This is an optimization exercise on Yosys and OpenROAD, whose aim is small area, a short achievable clock period and few clock cycles per item, not a production implementation. The RTL was checked by simulation tests, not by an equivalence proof against the original design. No driver is modelled on the clock port, so clock power and skew are understated where the tree is cut down; a real chip needs a root buffer or a tree.

## run 5
==> module sw_top, before the edit <==
module sw_top (
    input  logic                clk,
    input  logic                rst,
    input  logic                i_sym_valid,
    input  sw_pkg::base_t       i_sym,
    input  logic                i_res_credit,
    output logic                o_sym_credit,
    output logic                o_res_valid,
    output sw_pkg::score_t      o_res_score,
    output logic [3-1:0]   o_res_row,
    output logic [4-1:0]   o_res_col
);
    localparam int NQ = 8;
    localparam int NR = 16;
    localparam int ND = NQ + NR - 1;     
    logic       in_v;
    logic [1:0] in_b;
    logic       is_ref;                  
    logic [2:0] qi;                      
    logic [4:0] d;                       
    logic       step;
    logic       drain;
    always_ff @(posedge clk) begin
        in_v <= i_sym_valid;
        in_b <= i_sym;
    end
    assign drain = (d >= 5'(NR)) && (d != 5'(ND));
    assign step  = (in_v && is_ref) || drain;
    always_ff @(posedge clk or posedge rst) begin
        if (rst) begin
            is_ref <= 1'b0;
            qi     <= '0;
            d      <= '0;
        end else begin
            if (in_v && !is_ref) qi <= qi + 1'b1;
            if (in_v && !is_ref && qi == 3'(NQ - 1)) is_ref <= 1'b1;
            if (in_v && is_ref && d == 5'(NR - 1))   is_ref <= 1'b0;
            if (step)               d <= d + 1'b1;
            else if (d == 5'(ND))   d <= '0;
        end
    end
    function automatic int hw(input int row);
        int mx;
        mx = 2 * (row + 1);
        hw = $clog2(mx + 1);
    endfunction
    logic [1:0] base_c [NQ+1];
    logic [4:0] h_c    [NQ+1];           
    logic [NQ-1:0] valid;
    assign base_c[0] = in_b;
    assign h_c[0]    = '0;
    for (genvar i = 0; i < NQ; i++) begin : g_pe
        localparam int W  = hw(i);
        localparam int WU = (i == 0) ? 1 : hw(i - 1);
        logic [W-1:0] h;
        logic [4:0] dmi;
        assign dmi      = d - 5'(i);
        assign valid[i] = !dmi[4];
        sw_pe #(.ROW(i), .W(W), .WU(WU)) u_pe (
            .clk      (clk),
            .rst      (rst),
            .i_step   (step),
            .i_valid  (valid[i]),
            .i_q_we   (in_v && !is_ref && (qi == 3'(i))),
            .i_q_base (in_b),
            .i_base   (base_c[i]),
            .i_h_up   (h_c[i][WU-1:0]),
            .o_base   (base_c[i+1]),
            .o_h      (h)
        );
        assign h_c[i+1] = 5'(h);
    end
    logic       first;               
    logic       done;                
    logic [3:0] dl;                  
    logic [4:0] run_s;
    logic [2:0] run_r;
    logic [3:0] run_c;
    logic [4:0] b_s;
    logic [2:0] b_r;
    logic [3:0] b_c;
    function automatic logic gt5(input logic [4:0] a, input logic [4:0] b);
        logic g;
        g = 1'b0;
        for (int k = 0; k < 5; k++) g = (a[k] & ~b[k]) | ((a[k] | ~b[k]) & g);
        gt5 = g;
    endfunction
    assign first = (d == 5'd1);
    assign done  = (d == 5'(ND));
    assign dl    = 4'(d - 1'b1);
    always_comb begin
        logic [4:0]    s0;
        logic [NQ-1:0] c1;               
        logic [NQ-1:0] c2;               
        logic [NQ-1:0] sel;
        logic [2:0]    r;
        s0 = first ? 5'd0 : run_s;
        for (int i = 0; i < NQ; i++) begin
            c1[i] = gt5(h_c[i+1], s0);
            c2[i] = c1[i] && (h_c[i+1][0] == s0[0]);
        end
        sel = (c2 != '0) ? c2 : c1;
        r = '0;
        for (int i = NQ - 1; i >= 0; i--) begin
            if (sel[i]) r = 3'(i);
        end
        if (first) begin
            b_s = '0;
            b_r = '0;
            b_c = '0;
        end else begin
            b_s = run_s;
            b_r = run_r;
            b_c = run_c;
        end
        if (c1 != '0) begin
            b_s = s0 + ((c2 != '0) ? 5'd2 : 5'd1);
            b_r = r;
            b_c = dl - 4'(r);
        end
    end
    always_ff @(posedge clk) begin
        run_s <= b_s;
        run_r <= b_r;
        run_c <= b_c;
    end
    logic       rv;
    logic [3:0] spare;
    always_ff @(posedge clk) begin
        rv <= done;
    end
    assign o_res_valid = rv;
    assign o_res_score = sw_pkg::score_t'({3'b000, run_s});
    assign o_res_row   = run_r;
    assign o_res_col   = run_c;
    logic [2:0] owed;                    
    logic [2:0] avail;
    logic       allow;                   
    logic       give;
    logic       osc;
    assign avail = owed + {2'b0, in_v};
    assign allow = is_ref && (d == 5'(NQ + NR - 5 - NQ) + {2'b0, owed});
    assign give  = (avail != '0) && (!allow || (spare != '0));
    always_ff @(posedge clk or posedge rst) begin
        if (rst) begin
            owed  <= '0;
            osc   <= 1'b0;
            spare <= '0;
        end else begin
            owed  <= avail - {2'b0, give};
            osc   <= give;
            spare <= spare + {3'b0, i_res_credit} - {3'b0, give && allow};
        end
    end
    assign o_sym_credit = osc;
endmodule
==> flow/config.mk <==
export PLATFORM = sky130hd
export DESIGN_NAME = sw_top
export DESIGN_NICKNAME = sw_top
export VERILOG_FILES = /design/flow/design.v
export SDC_FILE = /design/flow/constraint.sdc
export NUM_CORES = 4
export LEC_CHECK = 0
export ABC_AREA = 1
export CAP_MARGIN = 20
export CORE_MARGIN = 2
export CORE_UTILIZATION = 60
export SLEW_MARGIN = 20
==> flow/constraint.sdc <==
create_clock -name core_clock -period 22.0 [get_ports {clk}]
set_input_delay 4.4000 -clock core_clock [delete_from_list [all_inputs] [get_ports {clk}]]
set_output_delay 4.4000 -clock core_clock [all_outputs]
set_load 0.01 [all_outputs]
standard.sh (not shown) runs the stock make flow with config.mk's settings and CLKGATE_MAP_FILE= SYNTH_SCRIPT=/design/flow/synth_recipe.tcl, a recipe that flattens the netlist after the stock synthesis.
==> flow/flow/run.sh <==
#!/bin/bash
# Standard ORFS layout with these changes: the port buffers are buf_2 instead
# of the default delay-cell buffer; after clock tree synthesis, flow/post_cts.tcl
# replaces the tree with a smaller two-level one (flow/clock_tree.tcl); timing
# repair aims for 16.8 ns of setup slack.
set -o pipefail
bash standard.sh \
  'BUFFER_PORTS_ARGS=-buffer_cell sky130_fd_sc_hd__buf_2' \
  'CTS_ARGS=-sink_clustering_enable -repair_clock_nets -dont_use_dummy_load' \
  "POST_CTS_TCL=$PWD/flow/post_cts.tcl" \
  SETUP_SLACK_MARGIN=16.8 \
  finish > standard.log 2>&1
Other scripts of this flow, unchanged in this note and not shown: flow/flow/clock_tree.tcl, flow/flow/post_cts.tcl
The final layout from run 5, which completed every stage, passed the timing, design-rule and antenna checks at the end of the flow.
Testbench counts of run 5, summed over its fixed seeds: cycles 9,296, jobs 384.
diff inputs: run 5 => run 4
diff --git a/flow/design.v b/flow/design.v
--- a/flow/design.v
+++ b/flow/design.v
@@ -132,13 +132,11 @@
     assign h_c[0]    = '0;
     for (genvar i = 0; i < NQ; i++) begin : g_pe
         localparam int W  = hw(i);
         localparam int WU = (i == 0) ? 1 : hw(i - 1);
         logic [W-1:0] h;
-        logic [4:0] dmi;
-        assign dmi      = d - 5'(i);
-        assign valid[i] = !dmi[4];
+        assign valid[i] = (d >= 5'(i)) && (d <= 5'(i + NR - 1));
         sw_pe #(.ROW(i), .W(W), .WU(WU)) u_pe (
             .clk      (clk),
             .rst      (rst),
             .i_step   (step),
             .i_valid  (valid[i]),
Findings:
Run 5 → run 4: standard cell area after detailed placement climbed 48 um2, maximum number of pins on one net before global-route repair rose by about 33%, sequential cell count flat. Run 4 against run 5: via count increased 163; layout overhead on the synthesized area decreased 0.25 points; worst setup slack increased 0.018 ns; time the final worst path needs with I/O delays and setup decreased 0.018 ns; hold slack decreased 0.012 ns. Of the two values seen for critical path capture point, o_res_row[0] was produced by run 5 and o_res_row[2] by run 4.
Testbench counts of run 4, summed over its fixed seeds: cycles 9,296, jobs 384.
In every run of this note, the design's own scripts or RTL, not TritonCTS, make the clock network.

==> afterwards: timing with drivers on the ports <==
The flow's constraints put no driver on any port. The routed layouts listed below were extracted and timed again, unchanged, in two steps.
Step 1, drivers: a clkbuf_16 drives clk and a buf_2 each remaining input, both assumed.
Step 2 times the ports against the registers' clock, not the clock port: input delays grow and output delays shrink by t, the midpoint of the rising clock arrivals with the driver on.
a / b / c = no drivers / after step 1 / after step 2; a / b = the first two.
| run | t, ns | setup WS [ns] | worst data-port slew with drivers (ns) |
|---|---|---|---|
| run 5 | 0.346 | 16.746 / 16.693 / 16.646 | 0.03 |
| run 4 | 0.350 | 16.764 / 16.712 / 16.687 | 0.03 |
After both steps setup and hold are still met in every run listed. For run 5, which loses most, drivers alone change the setup slack by -0.053 ns; drivers and shift together by -0.100 ns.
